Background: an optimization exercise with open tools, aiming at a short achievable clock period and few clock cycles per item. Do not read the settings as production practice. Function was checked by simulation only, so behaviour that the tests miss may differ from the original. No activity file was given, so power comes from the tool's default toggle rates.

==> flow/design.v <==
`timescale 1ns / 1ps
`default_nettype none
package bfha_pkg;
   localparam int MAX_BLOCKS_DEF   = 64;
   localparam int HEADER_BYTES_DEF = 16;
   localparam int MIN_PAYLOAD_DEF  = 16;
   localparam int ALIGN_BYTES_DEF  = 8;
   localparam int ADDR_BITS_DEF    = 24;
   localparam int          FIELD_BITS   = 24;
   localparam int          COUNT_BITS   = 32;
   localparam logic [23:0] HEAP_DEFAULT = 24'd2097152;
   localparam logic OP_ALLOC = 1'b0;
   localparam logic OP_FREE  = 1'b1;
   typedef enum logic [1:0] {
      STATUS_OK       = 2'd0,
      STATUS_ZERO     = 2'd1,
      STATUS_NO_MEM   = 2'd2,
      STATUS_BAD_PTR  = 2'd3
   } status_type;
endpackage
`default_nettype wire
`timescale 1ns / 1ps
`default_nettype none
module bfha_ram #(
   parameter int WIDTH = 8,
   parameter int DEPTH = 64
) (
   input  wire logic                     clock,
   input  wire logic                     wr_en,
   input  wire logic [$clog2(DEPTH)-1:0] wr_addr,
   input  wire logic [WIDTH-1:0]         wr_data,
   input  wire logic [$clog2(DEPTH)-1:0] rd_addr,
   output      logic [WIDTH-1:0]         rd_data
);
   logic [WIDTH-1:0] mem [DEPTH];
   always_ff @(posedge clock) begin
      if (wr_en) begin
         mem[wr_addr] <= wr_data;
      end
   end
   assign rd_data = mem[rd_addr];
endmodule
`default_nettype wire
`timescale 1ns / 1ps
`default_nettype none
module best_fit_heap_allocator_unit #(
   parameter int MAX_BLOCKS   = bfha_pkg::MAX_BLOCKS_DEF,
   parameter int HEADER_BYTES = bfha_pkg::HEADER_BYTES_DEF,
   parameter int MIN_PAYLOAD  = bfha_pkg::MIN_PAYLOAD_DEF,
   parameter int ALIGN_BYTES  = bfha_pkg::ALIGN_BYTES_DEF
) (
   input  wire logic        clock,
   input  wire logic        reset,
   input  wire logic        req_valid,
   output      logic        req_ready,
   input  wire logic        req_opcode,
   input  wire logic [23:0] req_request_bytes,
   input  wire logic [23:0] req_payload_offset,
   output      logic        rsp_valid,
   input  wire logic        rsp_ready,
   output      logic [1:0]  rsp_status,
   output      logic [23:0] rsp_granted_offset,
   output      logic [23:0] rsp_granted_bytes,
   output      logic [23:0] rsp_allocated_bytes,
   output      logic [31:0] rsp_alloc_total,
   output      logic [31:0] rsp_free_total,
   input  wire logic        csr_wr_en,
   input  wire logic [23:0] csr_wr_data
);
   localparam int SW = $clog2(MAX_BLOCKS);
   localparam int LW = SW + 1;
   localparam int AW = bfha_pkg::ADDR_BITS_DEF;
   localparam int EW = AW + AW + LW;
   localparam logic [LW-1:0] LIST_END = LW'(MAX_BLOCKS);
   localparam logic [AW:0]   HDR      = (AW+1)'(HEADER_BYTES);
   localparam logic [AW:0]   SPLIT_MIN = (AW+1)'(HEADER_BYTES + MIN_PAYLOAD);
   localparam logic [AW-1:0] AMASK_HI = ~(AW'(ALIGN_BYTES - 1));
   localparam logic [LW-1:0] STEP_MAX = LW'(MAX_BLOCKS);
   typedef enum logic [3:0] {
      S_IDLE, S_RD, S_CHK, S_ALC_RD, S_ALC_W1, S_FREE_N_RD, S_FREE_N,
      S_FREE_P_RD, S_FREE_P, S_DONE
   } state_type;
   logic          we;
   logic [SW-1:0] wa, ra;
   logic [EW-1:0] wd, rdat;
   bfha_ram #(.WIDTH(EW), .DEPTH(MAX_BLOCKS)) u_tab (
      .clock(clock), .wr_en(we), .wr_addr(wa), .wr_data(wd),
      .rd_addr(ra), .rd_data(rdat)
   );
   wire logic [AW-1:0] r_start = rdat[EW-1 -: AW];
   wire logic [AW-1:0] r_bytes = rdat[LW +: AW];
   wire logic [LW-1:0] r_link  = rdat[LW-1:0];
   state_type        state_ff;
   logic [AW-1:0]    heap_ff;
   logic [MAX_BLOCKS-1:0] free_ff, used_ff;
   logic             init_ff;       
   logic [23:0]      inuse_ff;
   logic [31:0]      acnt_ff, fcnt_ff;
   logic             op_ff;
   logic [AW:0]      need_ff;
   logic [AW-1:0]    ptr_ff;
   logic [LW-1:0]    cur_ff, prev_ff, best_ff, steps_ff;
   logic [AW-1:0]    best_bytes_ff, best_start_ff, tmp_bytes_ff, prev_bytes_ff;
   logic [LW-1:0]    best_link_ff;
   logic [AW-1:0]    pstart_ff;
   logic [LW-1:0]    plink_ff;
   logic [1:0]       status_ff;
   logic [23:0]      gofs_ff, gbytes_ff;
   logic             rsp_valid_ff;
   logic [1:0]       rsp_status_ff;
   logic [23:0]      rsp_gofs_ff, rsp_gbytes_ff, rsp_inuse_ff;
   logic [31:0]      rsp_acnt_ff, rsp_fcnt_ff;
   logic [AW-1:0] e_start, e_bytes;
   logic [LW-1:0] e_link;
   logic [AW-1:0] heap_pay;
   always_comb begin
      heap_pay = (heap_ff > AW'(HEADER_BYTES)) ? heap_ff - AW'(HEADER_BYTES) : '0;
      if (init_ff && cur_ff == '0) begin
         e_start = '0;
         e_bytes = heap_pay;
         e_link  = LIST_END;
      end else begin
         e_start = r_start;
         e_bytes = r_bytes;
         e_link  = r_link;
      end
   end
   logic [SW-1:0] spare;
   logic          spare_ok;
   always_comb begin
      spare = '0;
      spare_ok = 1'b0;
      for (int i = MAX_BLOCKS - 1; i >= 0; i--) begin
         if (!used_ff[i]) begin
            spare = SW'(i);
            spare_ok = 1'b1;
         end
      end
   end
   logic [LW-1:0] nxt;
   assign nxt = (e_link < LIST_END) ? e_link : LIST_END;
   logic [AW:0]   rem;
   logic [AW-1:0] sum_n;
   logic          split_ok;
   assign rem      = {1'b0, best_bytes_ff} - need_ff;
   assign sum_n    = AW'({1'b0, tmp_bytes_ff} + HDR + {1'b0, e_bytes});
   assign split_ok = (rem >= SPLIT_MIN) && spare_ok;
   always_comb begin
      we = 1'b0;
      wa = '0;
      wd = '0;
      ra = cur_ff[SW-1:0];
      if (init_ff) begin
         we = 1'b1;
         wd = {AW'(0), heap_pay, LIST_END};
      end
      if (!init_ff) begin
         case (state_ff)
            S_ALC_RD: begin
               if (best_ff != LIST_END) begin
                  we = 1'b1;
                  wa = best_ff[SW-1:0];
                  if (split_ok) begin
                     wd = {best_start_ff, AW'(need_ff), {1'b0, spare}};
                  end else begin
                     wd = {best_start_ff, best_bytes_ff, best_link_ff};
                  end
               end
            end
            S_ALC_W1: begin
               we = 1'b1;
               wa = spare;
               wd = {AW'({1'b0, best_start_ff} + HDR + need_ff),
                     AW'({1'b0, best_bytes_ff} - need_ff - HDR), best_link_ff};
            end
            S_FREE_N: begin
               if (free_ff[cur_ff[SW-1:0]]) begin
                  we = 1'b1;
                  wa = best_ff[SW-1:0];
                  wd = {best_start_ff, sum_n, e_link};
               end
            end
            S_FREE_P: begin
               we = 1'b1;
               wa = prev_ff[SW-1:0];
               wd = {pstart_ff, prev_bytes_ff, plink_ff};
            end
            default: begin end
         endcase
      end
   end
   always_ff @(posedge clock) begin
      if (reset) begin
         state_ff     <= S_IDLE;
         heap_ff      <= AW'(bfha_pkg::HEAP_DEFAULT);
         free_ff      <= MAX_BLOCKS'(1);
         used_ff      <= MAX_BLOCKS'(1);
         init_ff      <= 1'b1;
         inuse_ff     <= '0;
         acnt_ff      <= '0;
         fcnt_ff      <= '0;
         rsp_valid_ff <= 1'b0;
         cur_ff       <= '0;
      end else if (csr_wr_en) begin
         heap_ff  <= csr_wr_data[AW-1:0];
         free_ff  <= MAX_BLOCKS'(1);
         used_ff  <= MAX_BLOCKS'(1);
         init_ff  <= 1'b1;
         inuse_ff <= '0;
         acnt_ff  <= '0;
         fcnt_ff  <= '0;
         if (rsp_ready) begin
            rsp_valid_ff <= 1'b0;
         end
      end else begin
         init_ff <= 1'b0;
         if (state_ff == S_DONE && (!rsp_valid_ff || rsp_ready)) begin
            rsp_valid_ff  <= 1'b1;
            rsp_status_ff <= status_ff;
            rsp_gofs_ff   <= gofs_ff;
            rsp_gbytes_ff <= gbytes_ff;
            rsp_inuse_ff  <= inuse_ff;
            rsp_acnt_ff   <= acnt_ff;
            rsp_fcnt_ff   <= fcnt_ff;
         end else if (rsp_ready) begin
            rsp_valid_ff <= 1'b0;
         end
         case (state_ff)
            S_IDLE: begin
               if (req_valid && req_ready) begin
                  op_ff    <= req_opcode;
                  need_ff  <= {1'b0, AMASK_HI & AW'({1'b0, req_request_bytes[AW-1:0]}
                                 + (AW+1)'(ALIGN_BYTES - 1))} |
                              ((AW+1)'({1'b0, req_request_bytes[AW-1:0]}
                                 + (AW+1)'(ALIGN_BYTES - 1)) & {1'b1, AW'(0)});
                  ptr_ff   <= req_payload_offset[AW-1:0];
                  cur_ff   <= '0;
                  prev_ff  <= LIST_END;
                  best_ff  <= LIST_END;
                  steps_ff <= '0;
                  gofs_ff  <= '0;
                  gbytes_ff <= '0;
                  if (req_opcode == bfha_pkg::OP_ALLOC && req_request_bytes == '0) begin
                     status_ff <= bfha_pkg::STATUS_ZERO;
                     state_ff  <= S_DONE;
                  end else begin
                     state_ff <= S_CHK;
                  end
               end
            end
            S_RD: state_ff <= S_CHK;
            S_CHK: begin
               if (op_ff == bfha_pkg::OP_ALLOC) begin
                  if (free_ff[cur_ff[SW-1:0]] && {1'b0, e_bytes} >= need_ff &&
                      (best_ff == LIST_END || e_bytes < best_bytes_ff)) begin
                     best_ff       <= cur_ff;
                     best_bytes_ff <= e_bytes;
                     best_start_ff <= e_start;
                     best_link_ff  <= e_link;
                  end
                  if (nxt == LIST_END || steps_ff + 1'b1 >= STEP_MAX) begin
                     state_ff <= S_ALC_RD;
                  end else begin
                     cur_ff   <= nxt;
                     steps_ff <= steps_ff + 1'b1;
                     state_ff <= S_CHK;
                  end
               end else begin
                  if ({1'b0, e_start} + HDR == {1'b0, ptr_ff}) begin
                     best_ff       <= cur_ff;
                     best_start_ff <= e_start;
                     best_bytes_ff <= e_bytes;
                     tmp_bytes_ff  <= e_bytes;
                     best_link_ff  <= e_link;
                     if (free_ff[cur_ff[SW-1:0]]) begin
                        status_ff <= bfha_pkg::STATUS_BAD_PTR;
                        state_ff  <= S_DONE;
                     end else begin
                        free_ff[cur_ff[SW-1:0]] <= 1'b1;
                        inuse_ff  <= inuse_ff - 24'(e_bytes) - 24'(HEADER_BYTES);
                        fcnt_ff   <= fcnt_ff + 1'b1;
                        status_ff <= bfha_pkg::STATUS_OK;
                        cur_ff    <= (e_link < LIST_END) ? e_link : LIST_END;
                        state_ff  <= (e_link < LIST_END) ? S_FREE_N : S_FREE_P_RD;
                     end
                  end else if (nxt == LIST_END || steps_ff + 1'b1 >= STEP_MAX) begin
                     status_ff <= bfha_pkg::STATUS_BAD_PTR;
                     state_ff  <= S_DONE;
                  end else begin
                     prev_ff       <= cur_ff;
                     prev_bytes_ff <= e_bytes;
                     pstart_ff     <= e_start;
                     cur_ff        <= nxt;
                     steps_ff      <= steps_ff + 1'b1;
                     state_ff      <= S_RD;
                  end
               end
            end
            S_ALC_RD: begin
               if (best_ff == LIST_END) begin
                  status_ff <= bfha_pkg::STATUS_NO_MEM;
                  state_ff  <= S_DONE;
               end else begin
                  status_ff <= bfha_pkg::STATUS_OK;
                  free_ff[best_ff[SW-1:0]] <= 1'b0;
                  acnt_ff <= acnt_ff + 1'b1;
                  gofs_ff <= 24'({1'b0, best_start_ff} + HDR);
                  if (split_ok) begin
                     state_ff <= S_ALC_W1;
                     gbytes_ff <= 24'(need_ff);
                     inuse_ff <= inuse_ff + 24'(need_ff) + 24'(HEADER_BYTES);
                  end else begin
                     gbytes_ff <= 24'(best_bytes_ff);
                     inuse_ff <= inuse_ff + 24'(best_bytes_ff) + 24'(HEADER_BYTES);
                     state_ff <= S_DONE;
                  end
               end
            end
            S_ALC_W1: begin
               used_ff[spare] <= 1'b1;
               free_ff[spare] <= 1'b1;
               state_ff       <= S_DONE;
            end
            S_FREE_N_RD: state_ff <= S_FREE_N;
            S_FREE_N: begin
               if (free_ff[cur_ff[SW-1:0]]) begin
                  used_ff[cur_ff[SW-1:0]] <= 1'b0;
                  free_ff[cur_ff[SW-1:0]] <= 1'b0;
                  tmp_bytes_ff <= sum_n;
                  best_link_ff <= e_link;
               end
               state_ff <= S_FREE_P_RD;
            end
            S_FREE_P_RD: begin
               if (prev_ff != LIST_END && free_ff[prev_ff[SW-1:0]]) begin
                  prev_bytes_ff <= AW'({1'b0, prev_bytes_ff} + HDR + {1'b0, tmp_bytes_ff});
                  plink_ff      <= best_link_ff;
                  used_ff[best_ff[SW-1:0]] <= 1'b0;
                  free_ff[best_ff[SW-1:0]] <= 1'b0;
                  state_ff <= S_FREE_P;
               end else begin
                  state_ff <= S_DONE;
               end
            end
            S_FREE_P: state_ff <= S_DONE;
            S_DONE: begin
               if (!rsp_valid_ff || rsp_ready) begin
                  state_ff <= S_IDLE;
               end
            end
            default: state_ff <= S_IDLE;
         endcase
      end
   end
   assign req_ready           = (state_ff == S_IDLE) && !csr_wr_en;
   assign rsp_valid           = rsp_valid_ff;
   assign rsp_status          = rsp_status_ff;
   assign rsp_granted_offset  = rsp_gofs_ff;
   assign rsp_granted_bytes   = rsp_gbytes_ff;
   assign rsp_allocated_bytes = rsp_inuse_ff;
   assign rsp_alloc_total     = rsp_acnt_ff;
   assign rsp_free_total      = rsp_fcnt_ff;
endmodule
`default_nettype wire
==> flow/run.sh <==
#!/bin/bash
# synth_recipe.tcl (not shown) runs the flow's synth.tcl, then flattens the netlist and writes it again
# the make line also repeats each setting of config.mk as NAME=value (left out here)
make -C /OpenROAD-flow-scripts/flow DESIGN_CONFIG=/design/flow/config.mk WORK_HOME=/design/flow/orfs CLKGATE_MAP_FILE= SYNTH_SCRIPT=/design/flow/synth_recipe.tcl finish
==> flow/config.mk <==
export PLATFORM = sky130hd
export DESIGN_NAME = best_fit_heap_allocator_unit
export DESIGN_NICKNAME = best_fit_heap_allocator_unit
export VERILOG_FILES = /design/flow/design.v
export SDC_FILE = /design/flow/constraint.sdc
export NUM_CORES = 4
export LEC_CHECK = 0
export CAP_MARGIN = 20
export CORE_MARGIN = 2
export CORE_UTILIZATION = 40
export SLEW_MARGIN = 20
==> flow/constraint.sdc <==
create_clock -name core_clock -period 9.0 [get_ports {clock}]
set_input_delay 1.8000 -clock core_clock [delete_from_list [all_inputs] [get_ports {clock}]]
set_output_delay 1.8000 -clock core_clock [all_outputs]
set_load 0.01 [all_outputs]
==> impl_metrics.toml <==
[status]
status = "no timing/DRC/antenna violations"

[critical_path]
path_max_fanout = 64
rrSetupSlack_ns = 0.91
rr_endpoint = "u_tab.mem[6][30]"
startpoint_type = "flop"
r2r_cells = 24
crit_arrival_ns = 8.78
criticalPathCategory = "flop to flop"
cp.required_ns = 9.69
crit_path_end_kind = "flop"

[clocking]
worstSkewPairLatency_ns = 1.05
cts.sinks = 4169
post_cts_resize_count = 0
clk_path_buf_depth = 4
cts_max_level = 5
cts-root-buf = "clkbuf_16"
post_cts_buffers = 0
cts_hold_buf = 0
cts_tree = "yes"
numCtsBuffers = 420
clkTransAtPathRegs_ns = 0.06

[floorplan]
initial_core_util = 0.402
fp.coreArea_um2 = 442000
die_h_um = 670
rows = 244
die_x_um = 670
die_area_um2 = 449000
ios = 218

[timing]
hold_violations = 0
hold_ws_ns = 0.415
fin_crit_ns = 8.09
rsz0062_at_grt = "false"
finalMaxSlewViolations = 0
relSlewSlack = 0.178
fin_tns_setup_ns = 0
finalCritPeriodShare = 0.899
fmax_mhz = 124
skew_ns = 0.100
worst_pin_slew_ns = 1.23
finalSetupViolCount = 0

[logic_synthesis]
ys_top_cells_by_count = "edfxtp_1 (3910), mux4_2 (979), nor2_1 (700)"
ys.flop_type = "edfxtp_1"
ys_async_sr_fraction = 0
synthCells = 10400
syn_avg_cell_area_um2 = 17.1
yosysMostFrequentCell = "edfxtp_1"
synth_cell_types = 102
ys_ff_latch = 4169
synth-edff-count = 3910
synth_top_area_cell = "edfxtp_1"
ys_seq_area_frac = 0.691
synth.area.top_cells = "edfxtp_1 (66%), mux4_2 (12%), dfxtp_1 (2.9%), ha_1 (2.3%), mux2i_1 (1.6%)"
synthDominantCellAreaShare = 0.662
ys_warn_count = 2
synth_area_um2 = 177000
synth_nets = 10800

[place]
port_buffers = 217
dpl.hpwl_um = 372000
place_congestion = 0.969

[global_route]
antenna_found_initial = 33
grt_remaining_overflow = 0
grt_max_degree = 139
grt_pass1_wl_um = 830000
track_usage = 0.263
grt_pass1_vias = 102000

[drt]
drt-pass1-iter-count = 8
drt_wl_total_um = 606000
num_vias = 107000
drt_iter0_drc = 15400
vias_per_cell = 6.23
drtAntennaViolNets = 0
routedWlPerCell_um = 35.5
remaining_drc_errors = 0

[finish]
syn_to_final_growth_pct = 14.7
drive_above_1_share = 0.198
nets = 11200

[pwr]
ir_drop_v = 0.000174
leakagePower_nw = 59.2
power_mw = 40.8
p_per_area_nw_per_um2 = 201

[min_path]
hold_end = "rsp_gofs_ff[4]"
worstHoldStart = "gofs_ff[4]"
min_path_cells = 0
hp-class = "flop to flop"

[run]
maxCapViolations = 0
-- flip-flops by register name, summed over array words and instances (netlist names), 22 cells and up, named ones only --
register / cells
u_tab.mem: 3520
used_ff: 64
acnt_ff: 32
fcnt_ff: 32
rsp_acnt_ff: 32
rsp_fcnt_ff: 32
best_bytes_ff: 24
best_start_ff: 24
gbytes_ff: 24
gofs_ff: 24
heap_ff: 24
inuse_ff: 24
prev_bytes_ff: 24
pstart_ff: 24
ptr_ff: 24
rsp_gbytes_ff: 24
rsp_gofs_ff: 24
rsp_inuse_ff: 24
tmp_bytes_ff: 24
need_ff: 22
-- metal layers --
layer | up-vias | part of all wire | track usage
li1 | 42900 | - | -
met1 | 56200 | 0.39 | 0.356
met2 | 6367 | 0.47 | 0.420
met3 | 1105 | 0.096 | 0.0476
met4 | 8 | 0.048 | 0.110
met5 | - | 0.000089 | 0
-- worst max path at each step --
| stage | start | end | slack, ns | depth (start not counted) |
|---|---|---|---|---|
| finish | flop | u_tab.mem[6][30] | 0.91 | 24 |
| global placement | flop | u_tab.mem[4][30] | 1.02 | 25 |
| global route | flop | u_tab.mem[1][30] | 0.50 | 24 |
| CTS | flop | u_tab.mem[1][30] | 0.99 | 24 |
| floorplan | flop | u_tab.mem[0][20] | 0.15 | 28 |
| detailed placement | flop | u_tab.mem[23][30] | 1.04 | 24 |
-- layout by cell type, fill, tap and decap left out, types with 39 or more instances in the layout --
master           netlist  final
or3_1                 61     60
nand2_1              437    431
o211ai_1              43     43
a211oi_1              67     65
and2_1                77     77
edfxtp_1            3910   3910
o31ai_1               56     55
buf_12                 0     64
a21oi_1              335    320
nand4_1               54     54
mux4_2               979    979
o41ai_1               39     39
inv_1                222    220
clkdlybuf4s50_1        0    215
nor2b_1               51     46
clkbuf_16              0    428
mux2i_1              287    287
buf_4                 26    318
ha_1                 324    324
nor2_4                 0     90
nor3_1               122    118
xor2_1               114    114
nor2_1               700    602
nand3_1              218    218
a22o_1                65     64
dfxtp_1              259    253
clkbuf_1             329     74
o22ai_1               97     96
xnor2_1              167    167
o21ai_0              250    240
a22oi_1              163    162
a31oi_1               59     59
clkinv_2               0     74
and3_1                89     88
clkinv_1               3    101
-- worst max-delay path, stage by stage (launching register included) --
cell and delay (ns):
dfxtp_4 0.64, buf_12 0.29, buf_12 0.30, mux4_2 0.56, mux4_2 0.52, mux4_2 0.58, a21oi_1 0.18, buf_4 0.20
inv_1 0.12, ha_1 0.21, ha_1 0.33, nor2b_1 0.14, o21ai_0 0.31, a21boi_0 0.19, o41a_1 0.42, a211oi_1 0.36
o31ai_1 0.19, a31o_2 0.30, a21oi_1 0.21, o21ai_0 0.18, o41ai_1 0.35, xnor2_1 0.23, xnor2_1 0.16, o21ai_4 0.19
buf_4 0.51
-- logic make-up (layout without fill, tap and decap cells) --
| logic type | count (synthesis) | in the layout | share of synthesized area |
|---|---|---|---|
| muxes | 1271 | 1271 | 0.141 |
| xor gates and xnor gates | 281 | 281 | 0.0139 |
| and+or+nand+nor | 1977 | 1977 | 0.0525 |
| buffers and inverters | 784 | 1614 | 0.0195 |
| AOI/OAI and AO/OA | 1544 | 1544 | 0.0587 |
| other | 0 | 14 | 0 |
| DFF | 4169 | 4169 | 0.691 |
| adders and majority gates | 331 | 331 | 0.0236 |
-- cell type report --
type,count,area [um^2]
Antenna cell,14,35.0
Fill cell,37200,238000
Clock buffer,513,11100
Multi-Input combinational cell,5404,52700
Inverter,227,867
Clock inverter,262,2530
Timing Repair Buffer,612,6110
Tap cell,5904,7390
Sequential cell,4169,123000
-- through the flow --
step	setup slack, ns	utilization	instance area (um^2)	instances
3_5_place_dp	1.04	0.429	190000	16300
5_1_grt	0.500	0.460	203000	17100
6_report	0.910	0.460	203000	17100
3_3_place_gp	1.02	0.428	189000	16300
2_1_floorplan	0.145	-	177000	10400
4_1_cts	0.986	0.460	203000	17100
-- where the power goes --
part	internal [mW]	switching, mW
Combinational	0.606	1.34
Sequential	21.3	0.0865
Clock	9.91	7.60
Testbench counts, summed over its fixed seeds: cycles 317,121, ops 9,600.

[re-timing with driven ports]
The results above use ideal ports. As a check the final layout listed here was re-extracted and re-timed, cells and wires unchanged.
Step 1 (the two cells are an assumption about what drives the block):
set clk [get_ports {clock}]
set_driving_cell -lib_cell sky130_fd_sc_hd__clkbuf_16 $clk
set_driving_cell -lib_cell sky130_fd_sc_hd__buf_2 [delete_from_list [all_inputs] $clk]
Step 2 moves the port delays by t, midway between the first and last clock arrival at a register: inputs arrive t later, outputs are due t later. That takes back most of the time a late clock gives input paths.
a / b / c = ideal ports / drivers / drivers and shift; a / b = the first two.
shift t [ns]: 1.107
setup slack, ns: 0.910 / 0.910 / 0.910
hold WS [ns]: 0.415 / 0.415 / 0.415
After both steps this run still meets setup and hold. For this run, drivers alone change the setup slack by 0.000 ns; drivers and shift together by 0.000 ns.
